Background: an optimization exercise with open tools, aiming at small area, a short achievable clock period and few clock cycles. Do not read the settings as production practice. RTL that was checked went through simulation tests only; none was proved equivalent to the original. Power and IR drop assume default switching activity.

Design buddy_block_allocator, start of the top module:
module buddy_block_allocator #(
    parameter int MAX_ORDER = 5,
    parameter int ID_WIDTH  = 16
) (
    input  wire         i_clk,
    input  wire         i_rst_n,
    input  wire         i_cfg_wr_en,
    input  wire [2:0]   i_cfg_wr_data,     
    input  wire         i_s_axis_tvalid,
    output logic        o_s_axis_tready,
    input  wire [31:0]  i_s_axis_tdata,    
    input  wire [0:0]   i_s_axis_tuser,    
    output logic        o_m_axis_tvalid,
    input  wire         i_m_axis_tready,
    output logic [15:0] o_m_axis_tdata,    
    output logic [1:0]  o_m_axis_tuser,    
    output logic        o_m_axis_tlast     
);
    localparam int NS = 32;                
    logic [5:0]          r_lvlok;          
    logic [31:1]         r_split;          
    logic [NS-1:0]       r_used;           
    logic [ID_WIDTH-1:0] r_owner [NS];     
    logic [5:0]          r_count;          
    logic [5:1]          r_pend;           
    logic [5:0]          r_free;           
  ...
Settings: LEC_CHECK=0, CAP_MARGIN=20, CORE_MARGIN=2, CORE_UTILIZATION=40, CTS_CLUSTER_DIAMETER=80, CTS_CLUSTER_SIZE=24, SETUP_SLACK_MARGIN=2.4, SLEW_MARGIN=20; clock period 5.0 ns.
standard.sh (not shown) runs the stock make flow with config.mk's settings and CLKGATE_MAP_FILE= SYNTH_SCRIPT=/design/flow/synth_recipe.tcl, a recipe that flattens the netlist after the stock synthesis.
==> flow/flow/run.sh <==
#!/bin/bash
set -euo pipefail
export BUFFER_PORTS_ARGS="-buffer_cell sky130_fd_sc_hd__buf_2"
bash standard.sh > flow_make.log 2>&1
The baseline ran to the end with no violations.
Testbench counts at the start, summed over its fixed seeds: cycles 2,690.
Change:
==> flow/run.sh (new file) <==
#!/bin/bash
# synth_recipe.tcl (not shown) runs the flow's synth.tcl, then flattens the netlist and writes it again
# the make line also repeats each setting of config.mk as NAME=value (left out here)
make -C /OpenROAD-flow-scripts/flow DESIGN_CONFIG=/design/flow/config.mk WORK_HOME=/design/flow/orfs CLKGATE_MAP_FILE= SYNTH_SCRIPT=/design/flow/synth_recipe.tcl finish
--- a/flow/config.mk
+++ b/flow/config.mk
@@ -9,6 +9,6 @@
 export CORE_MARGIN = 2
 export CORE_UTILIZATION = 40
-export CTS_CLUSTER_DIAMETER = 80
-export CTS_CLUSTER_SIZE = 24
+export CTS_CLUSTER_DIAMETER = 100
+export CTS_CLUSTER_SIZE = 30
 export SETUP_SLACK_MARGIN = 2.4
 export SLEW_MARGIN = 20
removed: flow/flow/run.sh
removed: flow/standard.sh
The new run completed without violations.
Worst setup slack degrades by 0.0086 ns.
Worst hold slack gets better by 0.013 ns.
Area after synthesis is unchanged.
Via count decreases by 1.4%.
Change:
==> flow/flow/run.sh (new file) <==
#!/bin/bash
set -euo pipefail
export BUFFER_PORTS_ARGS="-buffer_cell sky130_fd_sc_hd__buf_2"
bash standard.sh > flow_make.log 2>&1
==> flow/standard.sh (new file) <==
#!/bin/bash
# synth_recipe.tcl (not shown) runs the flow's synth.tcl, then flattens the netlist and writes it again
# the make line also repeats each setting of config.mk as NAME=value (left out here)
make -C /OpenROAD-flow-scripts/flow DESIGN_CONFIG=/design/flow/config.mk WORK_HOME=/design/flow/orfs CLKGATE_MAP_FILE= SYNTH_SCRIPT=/design/flow/synth_recipe.tcl "${@:-finish}"
--- a/flow/config.mk
+++ b/flow/config.mk
@@ -9,6 +9,6 @@
 export CORE_MARGIN = 2
 export CORE_UTILIZATION = 40
-export CTS_CLUSTER_DIAMETER = 100
-export CTS_CLUSTER_SIZE = 30
-export SETUP_SLACK_MARGIN = 2.4
+export CTS_CLUSTER_DIAMETER = 80
+export CTS_CLUSTER_SIZE = 24
+export SETUP_SLACK_MARGIN = 2.7
 export SLEW_MARGIN = 20
removed: flow/run.sh
Hold slack barely changes. Routed wire length rose by 7.0%. Sequential power hardly moves. Fmax rose by 5.1%.

========
Setup of run A:
buddy_block_allocator, a different RTL version from the one above (not shown whole).
Size: ~1900 cells after synthesis, about 62 I/O pins, about 28000 um^2 of cells after synthesis.
clock: 5.0 ns
lec_check: 0
cap_margin: 20
core_margin: 2
core_utilization: 40
cts_cluster_diameter: 80
cts_cluster_size: 24
setup_slack_margin: 2.9
slew_margin: 20
==> flow/flow/run.sh <==
#!/bin/bash
set -euo pipefail
export BUFFER_PORTS_ARGS="-buffer_cell sky130_fd_sc_hd__buf_2"
bash standard.sh > flow_make.log 2>&1
Run A finished end to end and its layout was clean on timing, DRC and antenna.
Testbench counts of run A, summed over its fixed seeds: cycles 2,690.
Here is what was changed in the inputs of run B compared with run A.
- SETUP_SLACK_MARGIN changed from 2.9 to 2.7
--- outcome ---
Run B finished end to end and its layout was clean on timing, DRC and antenna. Run A → run B: register fraction of the total cell area moved up, arrival time of data at the critical path endpoint moved down. Run B does worse than run A on worst hold slack. Across both runs, overall routed net length was lower for run B than for run A. Run A -> run B: final instance area decreased by a few percent.

========
Another version of the RTL of buddy_block_allocator (not shown whole).
For scale: about 670 flip-flops, ~62 I/O pins.
clock: 5.0 ns
lec_check: 0
cap_margin: 20
core_margin: 2
core_utilization: 40
cts_cluster_diameter: 100
cts_cluster_size: 30
setup_slack_margin: 2.0
slew_margin: 20
run.sh (not shown) runs the stock make flow with config.mk's settings and CLKGATE_MAP_FILE= SYNTH_SCRIPT=/design/flow/synth_recipe.tcl, a recipe that flattens the netlist after the stock synthesis.
Stock flow here: none of the scripts above is used.
The first run produced a clean layout.
Next try:
--- a/flow/config.mk
+++ b/flow/config.mk
@@ -9,5 +9,3 @@
 export CORE_MARGIN = 2
-export CORE_UTILIZATION = 40
-export CTS_CLUSTER_DIAMETER = 100
-export CTS_CLUSTER_SIZE = 30
+export CORE_UTILIZATION = 65
 export SETUP_SLACK_MARGIN = 2.0
- The new run passed the timing, DRC and antenna checks
- critical path depth is unchanged
- final area grows by 2.6%
- clock skew shrinks by 0.014 ns
- utilization increases by 32 points
- fmax is lower by 3.2%
- power went up by 20%
- combinational power goes down by 6.1%
- global-route usage came out higher by 16 points
Next try:
--- a/flow/config.mk
+++ b/flow/config.mk
@@ -9,3 +9,4 @@
 export CORE_MARGIN = 2
-export CORE_UTILIZATION = 65
+export CORE_UTILIZATION = 40
+export CTS_CLUSTER_SIZE = 24
 export SETUP_SLACK_MARGIN = 2.0
Effect: First-iteration DRC count goes down by a quarter to a third; design area rises slightly; clock-buffer cell count climbs by 8; wire length went up slightly; via count is lower by a few percent; combinational power goes up by a little under a tenth; fmax is higher slightly; utilization shrinks by 30 points; worst setup slack improves by 0.047 ns; clock power rises by a little under a tenth; worst hold slack loses 0.015 ns.
Next try:
--- a/flow/config.mk
+++ b/flow/config.mk
@@ -10,3 +10,2 @@
 export CORE_UTILIZATION = 40
-export CTS_CLUSTER_SIZE = 24
 export SETUP_SLACK_MARGIN = 2.0
Sequential power stays flat.
First-iteration DRC count stays the same.
Die area does not change.
Power does not change.
Routed wire length stays the same.
Count of clock-buffer cells in the layout does not change.
Core utilization stays the same.
Synthesized cell count does not change.
Non-clock buffer count is unchanged.
Sequential cell count stays the same.
Combinational power is about the same.
No functional check of the RTL was part of any run of this note.

-- re-timing with driven ports --
Ports are ideal in the flow. The routed layouts listed here were re-timed in OpenROAD. Step 1 sets driving cells, clkbuf_16 on the clock port and buf_2 on the other inputs (assumed; they add their load-dependent delay and slew). Step 2 moves the port delays by t, midway between the first and last clock arrival at a register: inputs arrive t later, outputs are due t later. That takes back most of the time a late clock gives input paths. Three values: no drivers, after step 1, after step 2; two values: the first two.
| run | t, ns | setup WS [ns] | worst setup path after step 2 |
|---|---|---|---|
| the first run of note 1 | 0.664 | 2.399 / 2.399 / 2.047 | input to register |
| the second run of note 1 | 0.694 | 2.391 / 2.391 / 1.985 | input to register |
| the third run of note 1 | 0.639 | 2.518 / 2.518 / 2.200 | input to register |
| run A | 0.654 | 2.644 / 2.644 / 2.284 | input to register |
| run B | 0.664 | 2.648 / 2.648 / 2.084 | input to register |
| the first run of note 3 | 0.687 | 1.965 / 1.965 / 1.540 | input to register |
| the second run of note 3 | 0.642 | 1.866 / 1.866 / 1.475 | input to register |
| the third run of note 3 | 0.675 | 1.913 / 1.913 / 1.583 | input to register |
| the fourth run of note 3 | 0.675 | 1.913 / 1.913 / 1.583 | input to register |
After both steps every run listed still meets setup and hold. The setup slack of run B, which loses most, moves by 0.000 ns with the drivers and by -0.564 ns with both steps.
